Source: an optimization exercise on an open RTL-to-GDS flow (aim: small area, a short achievable clock period and few clock cycles). Production flows keep margins and buffers that such runs may drop. In this exercise RTL edits were held to simulation tests only and were not proved equivalent to the original.

==> tundra <==
// line_clear_ctrl_module
module line_clear_ctrl_module
(
    input  logic                   clk,
    input  logic                   rst,
    input  logic                   start,
    input  logic                   vblank,
    input  logic [tetris_map_pkg::MAP_W-1:0]       fixed_square_map,
    output logic                   busy,
    output logic [tetris_map_pkg::MAP_W-1:0]       map_out,
    output logic                   map_we,
    output logic                   done,
    output logic [tetris_map_pkg::LC_W-1:0]        lines_cleared
);
==> module row_full_detect, before the edit <==
module row_full_detect
(
    input  logic [tetris_map_pkg::COLS-1:0] row_bits,
    output logic                            row_full
);
    assign row_full = &row_bits;
endmodule
==> module line_clear_ctrl_module, before the edit <==
module line_clear_ctrl_module
(
    input  logic                   clk,
    input  logic                   rst,
    input  logic                   start,
    input  logic                   vblank,
    input  logic [tetris_map_pkg::MAP_W-1:0]       fixed_square_map,
    output logic                   busy,
    output logic [tetris_map_pkg::MAP_W-1:0]       map_out,
    output logic                   map_we,
    output logic                   done,
    output logic [tetris_map_pkg::LC_W-1:0]        lines_cleared
);
    localparam int ROWS = tetris_map_pkg::ROWS;
    localparam int COLS = tetris_map_pkg::COLS;
    logic [ROWS-1:0]  full;
    logic [3:0]       d     [ROWS];
    logic [COLS-1:0]  row_d [5][ROWS];
    logic             vld   [5][ROWS];
    logic [3:0]       sh    [5][ROWS];
    logic [3:0]       k;
    logic [tetris_map_pkg::MAP_W-1:0] result;
    logic                             busy_q;
    logic                             done_q;
    logic                             we_q;
    logic [tetris_map_pkg::LC_W-1:0]  lines_q;
    logic [tetris_map_pkg::MAP_W-1:0] map_out_q;
    logic                             accept;
    for (genvar r = 0; r < ROWS; r++) begin : g_det
        row_full_detect u_detect (
            .row_bits (fixed_square_map[tetris_map_pkg::idx(r, 0) +: COLS]),
            .row_full (full[r])
        );
    end
    always_comb begin
        d[ROWS-1] = '0;
        for (int r = ROWS - 2; r >= 0; r--) d[r] = d[r+1] + 4'(full[r+1]);
        k = d[0] + 4'(full[0]);
    end
    always_comb begin
        for (int r = 0; r < ROWS; r++) begin
            row_d[0][r] = fixed_square_map[tetris_map_pkg::idx(r, 0) +: COLS];
            vld[0][r]   = ~full[r];
            sh[0][r]    = d[r];
        end
        for (int b = 0; b < 4; b++) begin
            for (int p = 0; p < ROWS; p++) begin
                logic mv_in, stay;
                mv_in = (p >= (1 << b)) ? (vld[b][p - (1 << b)] & sh[b][p - (1 << b)][b]) : 1'b0;
                stay  = vld[b][p] & ~sh[b][p][b];
                row_d[b+1][p] = ({COLS{mv_in}} & ((p >= (1 << b)) ? row_d[b][p - (1 << b)] : '0))
                              | ({COLS{stay}}  & row_d[b][p]);
                vld[b+1][p]   = mv_in | stay;
                sh[b+1][p]    = mv_in ? sh[b][p - (1 << b)] : sh[b][p];
            end
        end
        result = fixed_square_map;
        for (int r = 0; r < ROWS; r++) result[tetris_map_pkg::idx(r, 0) +: COLS] = row_d[4][r];
    end
    assign accept = start & ~busy_q;
    always_ff @(posedge clk or posedge rst) begin
        if (rst) begin
            busy_q <= 1'b0;
            done_q <= 1'b0;
            we_q   <= 1'b0;
        end else if (accept) begin
            busy_q <= (k != '0) & ~vblank;
            done_q <= (k == '0) | vblank;
            we_q   <= (k != '0) & vblank;
        end else if (busy_q) begin
            busy_q <= ~vblank;
            done_q <= vblank;
            we_q   <= vblank;
        end else begin
            done_q <= 1'b0;
            we_q   <= 1'b0;
        end
    end
    always_ff @(posedge clk) begin
        if (accept) begin
            map_out_q <= result;
            lines_q   <= k;
        end
    end
    assign busy          = busy_q;
    assign done          = done_q;
    assign map_we        = we_q;
    assign map_out       = map_out_q;
    assign lines_cleared = lines_q;
endmodule
==> flow/config.mk <==
export PLATFORM = sky130hd
export DESIGN_NAME = line_clear_ctrl_module
export DESIGN_NICKNAME = line_clear_ctrl_module
export VERILOG_FILES = /design/flow/design.v
export SDC_FILE = /design/flow/constraint.sdc
export NUM_CORES = 4
export LEC_CHECK = 0
export CAP_MARGIN = 20
export CORE_AREA = 5 5 295 295
export DIE_AREA = 0 0 300 300
export PLACE_DENSITY = 0.6
export SLEW_MARGIN = 20
==> flow/constraint.sdc <==
create_clock -name core_clock -period 5.0 [get_ports {clk}]
set_input_delay 1.0000 -clock core_clock [delete_from_list [all_inputs] [get_ports {clk}]]
set_output_delay 1.0000 -clock core_clock [all_outputs]
set_load 0.01 [all_outputs]
run.sh (not shown) runs the stock make flow with config.mk's settings and CLKGATE_MAP_FILE= SYNTH_SCRIPT=/design/flow/synth_recipe.tcl, a recipe that flattens the netlist after the stock synthesis.
==> onyx (differences from tundra) <==
==> flow/design.v (replaced) <==
package tetris_map_pkg;
    localparam int ROWS       = 14;
    localparam int COLS       = 10;
    localparam int COL_OFS    = 5;
    localparam int ROW_STRIDE = 20;
    localparam int MAP_W      = 360;
    localparam int IDX_W      = $clog2(MAP_W);
    localparam int PTR_W      = 4;
    localparam int LC_W       = 4;
    typedef enum logic [1:0] {
        IDLE,
        SCAN,
        SHIFT,
        COMMIT
    } clear_state_t;
    function automatic [IDX_W-1:0] idx(input integer r, input integer c);
        idx = COL_OFS + ROW_STRIDE * r + c;
    endfunction
endpackage
module row_full_detect
(
    input  logic [tetris_map_pkg::MAP_W-1:0] map,
    input  logic [tetris_map_pkg::PTR_W-1:0] row_ptr,
    output logic             row_full
);
    logic [tetris_map_pkg::COLS-1:0] row_bits;
    always_comb begin
        row_bits = tetris_map_pkg::COLS'(map >> tetris_map_pkg::idx(int'(row_ptr), 0));
        row_full = &row_bits;
    end
endmodule
module line_clear_ctrl_module
(
    input  logic                   clk,
    input  logic                   rst,
    input  logic                   start,
    input  logic                   vblank,
    input  logic [tetris_map_pkg::MAP_W-1:0]       fixed_square_map,
    output logic                   busy,
    output logic [tetris_map_pkg::MAP_W-1:0]       map_out,
    output logic                   map_we,
    output logic                   done,
    output logic [tetris_map_pkg::LC_W-1:0]        lines_cleared
);
    tetris_map_pkg::clear_state_t     state;
    tetris_map_pkg::clear_state_t     state_next;
    logic [tetris_map_pkg::MAP_W-1:0] work;
    logic [tetris_map_pkg::MAP_W-1:0] shifted;
    logic [tetris_map_pkg::MAP_W-1:0] map_out_q;
    logic [tetris_map_pkg::PTR_W-1:0] row_ptr;
    logic [tetris_map_pkg::LC_W-1:0]  cnt;
    logic [tetris_map_pkg::LC_W-1:0]  lines_q;
    logic             busy_q;
    logic             done_q;
    logic             we_q;
    logic             row_full;
    logic             load;
    logic             dec_ptr;
    logic             do_shift;
    logic             commit;
    logic             finish;
    row_full_detect u_detect (
        .map      (work),
        .row_ptr  (row_ptr),
        .row_full (row_full)
    );
    always_ff @(posedge clk or posedge rst) begin
        if (rst) begin
            state <= tetris_map_pkg::IDLE;
        end else begin
            state <= state_next;
        end
    end
    always_comb begin
        state_next = state;
        load       = 1'b0;
        dec_ptr    = 1'b0;
        do_shift   = 1'b0;
        commit     = 1'b0;
        finish     = 1'b0;
        case (state)
            tetris_map_pkg::IDLE: begin
                if (start) begin
                    load       = 1'b1;
                    state_next = tetris_map_pkg::SCAN;
                end
            end
            tetris_map_pkg::SCAN: begin
                if (row_full) begin
                    state_next = tetris_map_pkg::SHIFT;
                end else if (row_ptr == '0) begin
                    state_next = tetris_map_pkg::COMMIT;
                end else begin
                    dec_ptr = 1'b1;
                end
            end
            tetris_map_pkg::SHIFT: begin
                do_shift   = 1'b1;
                state_next = tetris_map_pkg::SCAN;
            end
            tetris_map_pkg::COMMIT: begin
                if (cnt == '0) begin
                    finish     = 1'b1;
                    state_next = tetris_map_pkg::IDLE;
                end else if (vblank) begin
                    finish     = 1'b1;
                    commit     = 1'b1;
                    state_next = tetris_map_pkg::IDLE;
                end
            end
            default: state_next = tetris_map_pkg::IDLE;
        endcase
    end
    always_comb begin
        shifted = work;
        shifted[tetris_map_pkg::idx(0, 0) +: tetris_map_pkg::COLS] = '0;
        for (int r = 1; r < tetris_map_pkg::ROWS; r++) begin
            if (r <= int'(row_ptr)) begin
                shifted[tetris_map_pkg::idx(r, 0) +: tetris_map_pkg::COLS] = work[tetris_map_pkg::idx(r - 1, 0) +: tetris_map_pkg::COLS];
            end
        end
    end
    always_ff @(posedge clk or posedge rst) begin
        if (rst) begin
            work      <= '0;
            row_ptr   <= '0;
            cnt       <= '0;
            lines_q   <= '0;
            busy_q    <= 1'b0;
            done_q    <= 1'b0;
            we_q      <= 1'b0;
            map_out_q <= '0;
        end else begin
            done_q <= finish;
            we_q   <= commit;
            if (load) begin
                work    <= fixed_square_map;
                row_ptr <= tetris_map_pkg::PTR_W'(tetris_map_pkg::ROWS - 1);
                cnt     <= '0;
                busy_q  <= 1'b1;
            end
            if (dec_ptr) begin
                row_ptr <= row_ptr - 1'b1;
            end
            if (do_shift) begin
                work <= shifted;
                cnt  <= cnt + 1'b1;
            end
            if (commit) begin
                map_out_q <= work;
            end
            if (finish) begin
                busy_q  <= 1'b0;
                lines_q <= (cnt > tetris_map_pkg::LC_W'(tetris_map_pkg::ROWS)) ? tetris_map_pkg::LC_W'(tetris_map_pkg::ROWS) : cnt;
            end
        end
    end
    assign busy          = busy_q;
    assign done          = done_q;
    assign map_we        = we_q;
    assign map_out       = map_out_q;
    assign lines_cleared = lines_q;
endmodule
==> reports/results.ini <==
[outcome]
outcome=failed layout checks
check.faults=setup timing

[logic_synthesis]
yosysSeqAreaShare_pct=60.12
synth_mux_area_share_pct=1.012
synthSimpleGateAreaFrac_pct=9.097

[sta]
setup_slack_ns=-1.484
setup_viol=147

[layout]
clkCellAreaFrac_pct=3.635

[global_routing]
grt_max_degree=101

The numbers above come from tundra.

==> reports/results.ini <==
[sta]
setup_viol=0
setup_slack_ns=0.7146

[clock_tree]
htreeDepth=3

[outcome]
outcome=timing/DRC/antenna clean

[layout]
clkCellAreaFrac_pct=6.273

[setup_path]
crit_family=compound AO/OA/AOI/OAI gates

[logic_synthesis]
synthSimpleGateAreaFrac_pct=27.79
yosysSeqAreaShare_pct=56.46

[global_routing]
grt_max_degree=212

[power_and_ir_drop]
power.group.top=combinational logic
pwr_density_cell_nw_per_um2=700.1
p_seq_share_pct=38.3

The numbers above come from onyx.

Testbench counts of tundra, summed over its fixed seeds: cycles 384.
Testbench counts of onyx, summed over its fixed seeds: cycles 7,336.

-- port drivers added, routing unchanged --
How much do the figures lean on ideal ports? The routed layouts below were timed once more, with nothing changed but the port constraints.
Step 1 assumes that a clkbuf_16 drives the clock port and a buf_2 every other input.
Step 2 moves the port delays by t, midway between the first and last clock arrival at a register: inputs arrive t later, outputs are due t later. That takes back most of the time a late clock gives input paths.
Three values: ideal, step 1, step 2; two values: the first two.
run	t, ns	setup slack, ns	worst setup path after step 2	clock arrival spread, ns	slew at the worst register clock pin (ns)
tundra	0.603	-1.484 / -1.462 / -2.065	input to register	0.026 / 0.026	0.07 / 0.07
onyx	0.686	0.715 / 0.715 / 0.715	register to register	0.019 / 0.018	0.06 / 0.06
The setup slack of tundra, which loses most, moves by +0.022 ns with the drivers and by -0.581 ns with both steps.
